This is an optimization exercise on Yosys and OpenROAD, whose aim is small area and a short achievable clock period, not a production implementation.
Function not checked in this run: the RTL went through the layout flow alone.
Power and IR drop assume default switching activity.

### run.sh
#!/bin/bash
# synth_recipe.tcl (not shown) runs the flow's synth.tcl, then flattens the netlist and writes it again
# the make line also repeats each setting of config.mk as NAME=value (left out here)
make -C /OpenROAD-flow-scripts/flow DESIGN_CONFIG=/design/flow/config.mk WORK_HOME=/design/flow/orfs CLKGATE_MAP_FILE= SYNTH_SCRIPT=/design/flow/synth_recipe.tcl finish
### config.mk
export PLATFORM = sky130hd
export DESIGN_NAME = fetch_stage
export DESIGN_NICKNAME = fetch_stage
export VERILOG_FILES = /design/flow/design.v
export SDC_FILE = /design/flow/constraint.sdc
export NUM_CORES = 4
export LEC_CHECK = 0
export CAP_MARGIN = 20
export CORE_MARGIN = 2
export CORE_UTILIZATION = 30
export PLACE_DENSITY = 0.45
export SETUP_SLACK_MARGIN = 2.2
export SLEW_MARGIN = 20
export SYNTH_HIERARCHICAL = 1
### constraint.sdc
create_clock -name core_clock -period 5.0 [get_ports {clk}]
set_input_delay 1.0000 -clock core_clock [delete_from_list [all_inputs] [get_ports {clk}]]
set_output_delay 1.0000 -clock core_clock [all_outputs]
set_load 0.01 [all_outputs]
### design.v
module fs_wbit (
  input  logic q,
  input  logic we,
  input  logic nwe,
  input  logic wd,
  output logic d
);
  assign d = (q & nwe) | (wd & we);
endmodule
module fs_rpair (
  input  logic sn0,
  input  logic d0,
  input  logic sn1,
  input  logic d1,
  output logic y
);
  assign y = !((sn0 | d0) & (sn1 | d1));
endmodule
module fs_rbit #(
  parameter int N = 256
) (
  input  logic [N-1:0] sn,
  input  logic [N-1:0] d,
  output logic         q
);
  logic [N/2-1:0] y;
  for (genvar i = 0; i < N / 2; i++) begin : g_pair
    fs_rpair u_pair (
      .sn0(sn[2*i]), .d0(d[2*i]), .sn1(sn[2*i+1]), .d1(d[2*i+1]), .y(y[i])
    );
  end
  assign q = ~|y;
endmodule
module fs_pcbit (
  input  logic s_inc,
  input  logic s_rdy,
  input  logic s_hold,
  input  logic u,
  input  logic v,
  input  logic w,
  output logic y
);
  assign y = (s_inc & u) | (s_rdy & v) | (s_hold & w);
endmodule
module fetch_stage #(
  parameter int PC_W = 8,
  parameter int INSTR_W = 16,
  parameter logic [INSTR_W-1:0] HALT_INSTR = 16'hFFFF
) (
  input  logic               clk,
  input  logic               rst,
  input  logic [PC_W-1:0]    pc_cur,
  output logic [PC_W-1:0]    pc_next,
  input  logic               redirect_valid,
  input  logic [PC_W-1:0]    redirect_target,
  output logic               id_valid,
  input  logic               id_ready,
  output logic [INSTR_W-1:0] id_instr,
  output logic [PC_W-1:0]    id_pc,
  input  logic               imem_we,
  input  logic [PC_W-1:0]    imem_waddr,
  input  logic [INSTR_W-1:0] imem_wdata,
  output logic               halted
);
  localparam int DEPTH = 1 << PC_W;
  logic [DEPTH-1:0]   wsel;
  logic [DEPTH-1:0]   rsel_n;
  logic [INSTR_W-1:0] mem   [DEPTH];
  logic [INSTR_W-1:0] mem_d [DEPTH];
  logic [DEPTH-1:0]   col   [INSTR_W];
  logic [INSTR_W-1:0] rdata;
  for (genvar r = 0; r < DEPTH; r++) begin : g_row
    assign wsel[r]   = imem_we & (imem_waddr == PC_W'(r));
    assign rsel_n[r] = (pc_cur != PC_W'(r));
    always_ff @(posedge clk)
      mem[r] <= mem_d[r];
    for (genvar c = 0; c < INSTR_W; c++) begin : g_col
      assign col[c][r] = mem[r][c];
      fs_wbit u_wbit (
        .q(mem[r][c]), .we(wsel[r]), .nwe(~wsel[r]), .wd(imem_wdata[c]),
        .d(mem_d[r][c])
      );
    end
  end
  for (genvar c = 0; c < INSTR_W; c++) begin : g_rbit
    fs_rbit #(.N(DEPTH)) u_rbit (.sn(rsel_n), .d(col[c]), .q(rdata[c]));
  end
  logic s_inc, s_rdy, s_hold;
  logic halt_hit;
  logic advance;
  logic rd_halt;
  logic [PC_W-1:0] pc_inc;
  logic [PC_W-1:0] cand_inc, cand_rdy, cand_hold;
  assign halt_hit = s_hold & id_valid & id_ready;
  assign advance  = !halted & (!id_valid | id_ready);
  assign rd_halt  = (rdata == HALT_INSTR);
  assign pc_inc    = pc_cur + 1'b1;
  assign cand_inc  = redirect_valid ? redirect_target : pc_inc;
  assign cand_hold = redirect_valid ? redirect_target : pc_cur;
  assign cand_rdy  = id_ready ? cand_inc : cand_hold;
  for (genvar i = 0; i < PC_W; i++) begin : g_pc
    fs_pcbit u_pcbit (
      .s_inc(s_inc), .s_rdy(s_rdy), .s_hold(s_hold),
      .u(cand_inc[i]), .v(cand_rdy[i]), .w(cand_hold[i]), .y(pc_next[i])
    );
  end
  always_ff @(posedge clk or negedge rst) begin
    if (!rst) begin
      halted   <= 1'b0;
      id_valid <= 1'b0;
      s_inc    <= 1'b1;
      s_rdy    <= 1'b0;
      s_hold   <= 1'b0;
    end else if (redirect_valid) begin
      halted   <= 1'b0;
      id_valid <= 1'b0;
      s_inc    <= 1'b1;
      s_rdy    <= 1'b0;
      s_hold   <= 1'b0;
    end else if (halt_hit) begin
      halted   <= 1'b1;
      id_valid <= 1'b0;
      s_inc    <= 1'b0;
      s_rdy    <= 1'b0;
      s_hold   <= 1'b1;
    end else if (advance) begin
      id_valid <= 1'b1;
      s_inc    <= 1'b0;
      s_rdy    <= !rd_halt;
      s_hold   <= rd_halt;
    end
  end
  always_ff @(posedge clk) begin
    if (!id_valid | id_ready) begin
      id_instr <= rdata;
      id_pc    <= pc_cur;
    end
  end
endmodule
==> results.txt <==
layout make-up:
| cell class | count | share of cell area, % |
|---|---|---|
| Clock buffer | 649 | 7.00 |
| Multi-Input combinational cell | 7789 | 33.9 |
| Tap cell | 6198 | 4.13 |
| Clock inverter | 167 | 1.17 |
| Inverter | 68 | 0.191 |
| Timing Repair Buffer | 1764 | 9.45 |
| Antenna cell | 66 | 0.0879 |
| Sequential cell | 4125 | 44.1 |
per-module statistics from Yosys (local to each module, per instance), excerpt:
module | times used | cells inside | area, µm²
fs_rpair | 2048 | 1 | 6.26
fetch_stage | 1 | 5253 | 87800
fs_wbit | 4096 | 1 | 8.76
fs_pcbit | 8 | 2 | 13.8
critical path: cells and delay by family:
family | cells | cell delay [ns]
AND/OR/NAND/NOR | 10 | 2.44
buffers and inverters | 9 | 1.33
AO/OA/AOI/OAI | 1 | 0.18
adder cells (fa/ha/maj) | 1 | 0.16
how the worst max path moves through the flow:
stage	endpoint	startpoint	slack, ns	cells past startpoint
2_1_floorplan	s_rdy	pc_cur[7]	1.58	14
3_3_place_gp	s_rdy	pc_cur[1]	-1.77	20
4_1_cts	pc_next[1]	redirect_valid	0.91	7
5_1_grt	s_rdy	pc_cur[1]	0.79	23
6_report	s_rdy	pc_cur[1]	0.76	21
3_5_place_dp	s_rdy	pc_cur[1]	-1.80	19
metal layers:
metal,track usage [%],up-vias
met4,12.0,12
met2,40.1,5803
met5,0,-
li1,-,55200
met3,5.09,1125
met1,35.8,65300
registers in the layout, indices dropped and copies added, names as in the netlist:
name / count
mem: 4096
id_instr: 16
id_pc: 8
halted: 1
id_valid: 1
s_hold: 1
s_inc: 1
s_rdy: 1
repair_timing:
item,4_1_cts,5_1_grt
endpoints found under the setup margin,2849,3669
resized for setup,608,427
setup buffers,140,65
cloned,14,6
pin swaps,181,135
power breakdown:
group / internal (mW) / switching, mW
combinational: 2.45 / 2.88
clock: 20.4 / 14.2
sequential: 34.6 / 0.937
cell families after synthesis:
group                      after synthesis
adders and majority gates                5
buffers and inverters                  197
DFF                                   4125
AOI/OAI and AO/OA                     6161
and+or+nand+nor                       1584
muxes                                   18
xor gates and xnor gates                11
stage by stage:
stage / hold WS, ns / instances / power (mW) / setup TNS [ns]
2_1_floorplan: 0.456 / 12100 / 38.1 / 0
3_3_place_gp: 0.466 / 19700 / 40.9 / -15.26
3_5_place_dp: 0.470 / 19700 / 41.0 / -14.88
4_1_cts: 0.129 / 20700 / 75.9 / 0
5_1_grt: 0.194 / 20800 / 77.7 / 0
6_report: 0.205 / 20800 / 75.6 / 0
cells in the mapped netlist (2+ instances only):
cell type,instances
and2b_1,2
and3_1,8
nand3_1,16
nor4_1,496
nor2_1,251
xnor2_1,9
dfrtp_1,4
nand4_1,134
a222oi_1,8
edfxtp_1,24
or4_1,32
and2_0,2
and2_1,14
buf_2,76
nand2b_1,13
nor4_2,16
nor3_2,9
nor2_2,15
o22ai_1,2048
inv_1,68
nor3_1,4
clkbuf_1,38
a22o_1,4096
ha_1,5
nand2_2,3
buf_4,14
dfxtp_1,4096
o21ai_0,7
nor3_4,2
nand2_1,552
mux2_2,18
nor2b_1,9
xor2_1,2
==> impl_metrics.ini <==
[outcome]
status = finished clean

[floorplanning]
coreArea_um2 = 468000
die_area_um2 = 476000
die_h_um = 690
io_pins = 79
start_util_pct = 30.2
die_w_um = 690
rows = 251

[yosys]
syn-mean-instance-area_um2 = 11.7
ys_warn_count = 12
yosys.area.top_type = dfxtp_1
synthXorXnorAreaFrac_pct = 0.0683
post-synth-top-area-fraction_pct = 58.1
synth_compound_area_share_pct = 34.6
ys_seq_area_share_pct = 58.8
synthTopCellsByArea = dfxtp_1 (58%), a22o_1 (25%), o22ai_1 (9.1%)
synth_enable_flop_cells = 24
synth.distinct_cells = 43
yosys.area_share.simple_pct = 5.75
syn_nets = 12200
netlist_area_um2 = 141000
synth_flop_cell = dfxtp_1
syn_inst = 12100
yosys.area_share.adder_pct = 0.0444
async_flop_share_pct = 0.121
synthMuxAreaShare_pct = 0.144
synth_top_family_by_area = compound AO/OA/AOI/OAI gates
ys_ff_latch = 4125

[placement]
preCtsSetupSlack_ns = -1.80
port_buffers = 78
place_congestion = 0.946
hpwl_mm = 438
placed_cell_area_um2 = 165000

[setup_path]
reg2reg_to = s_rdy
slowest_stage = or4_4
critPathMaxStageDelay_ns = 0.73
critPathCaptureType = flop
cp_max_fo = 16
reg2reg_depth = 13
cp_data_arrival_time_ns = 5.16
r2r_setup_slack_ns = 1.65
cp_common_cell = buf_6
critPathLaunchType = primary input
worstPathCellList = buf_6 -> buf_12 -> buf_8 -> ha_4 -> buf_6 -> and2_4 -> buf_16 -> buf_16 -> nand2_8 -> o22ai_1 -> nor4_2 -> buf_4 -> nand4_1 -> or4_4 -> nor2_4 -> nand4_1 -> nor2_4 -> buf_6 -> nand3_4 -> buf_6 -> nor4b_4
critPathKind = primary input to flop
reg2reg_from = mem[160][13]
required_ns = 5.91

[detailed_routing]
wirelength_mm = 657
wl_met3_mm = 52.7
dr_wl_met2_mm = 286
first_pass_iters = 6
routed.top_layer = met5
wl_met1_mm = 284
ant_nets = 0
avgViaCountPerCell = 6.12
drtIter0Drc = 12900
wl_per_cell_um = 31.5
num_vias = 127000
post-route-drc-count = 0

[pwr]
ir_drop_uv = 315
p_per_area_nw_per_um2 = 402
cellLeakagePower_nw = 74.8

[final_layout]
fin_area_um2 = 188000
final_util_pct = 40.2
multi_input_area_um2 = 63600
most-common-layout-cells = a22o_1 (4,096), dfxtp_1 (4,096), o22ai_1 (1,950)
area_growth_syn_to_layout_pct = 33.2
finalNetCount = 14200
fillers = 44300
seqCellArea_um2 = 82800
drive_gt1_share_pct = 23.3

[run]
drv_cap = 0

[timing]
fmax_mhz = 236
fin_crit_ns = 4.24
rsz0062_at_grt = true
setup_viol = 0
setup_slack_ns = 0.757
hold_viol = 0
report.final.slew_viol_count = 0
fin_crit_sh_pct = 84.9
worst_slew_pin_slew_ns = 1.23
slew-limit-headroom_pct = 18.2
clock_skew_ns = 0.0655

[clock_tree]
clock_sinks = 4125
insertion_delay_ns = 1.06
max-clock-path-buffers = 4
clkTransAtPathRegs_ns = 0.06
cts_root_buffer = clkbuf_16
cts_hold_buf = 0
htreeDepth = 5
cts_tree = done
cts_made_buffers = 444

[global_route]
grt_pass1_vias = 123000
grt_pass1_wl_mm = 925
antenna_found_initial = 40
grt_max_degree = 91
grt-ovfl-total = 0
grt_usage_pct = 26.3

[worst_hold_path]
hold_class = primary input to async pin

## separate check: timing with driven ports
How much do the figures lean on ideal ports? The routed layout below was timed once more, with nothing changed but the port constraints.
Step 1 sets driving cells, clkbuf_16 on the clock port and buf_2 on the other inputs (assumed; they add their load-dependent delay and slew).
Step 2 also shifts input and output timing later by t, the mid clock arrival at the registers, as if the neighbouring blocks saw the same clock.
a / b / c = no drivers / after step 1 / after step 2; a / b = the first two.
t, ns: 1.154
setup WS [ns]: 0.757 / 0.848 / -0.306
latest minus earliest clock arrival (ns): 0.083 / 0.082
worst slew at a driven data input, ns: 0.35
pins driven straight from the clock port: 1
With both steps, setup timing fails in this run, where it was met with ideal ports. For this run, drivers alone change the setup slack by +0.091 ns; drivers and shift together by -1.063 ns.
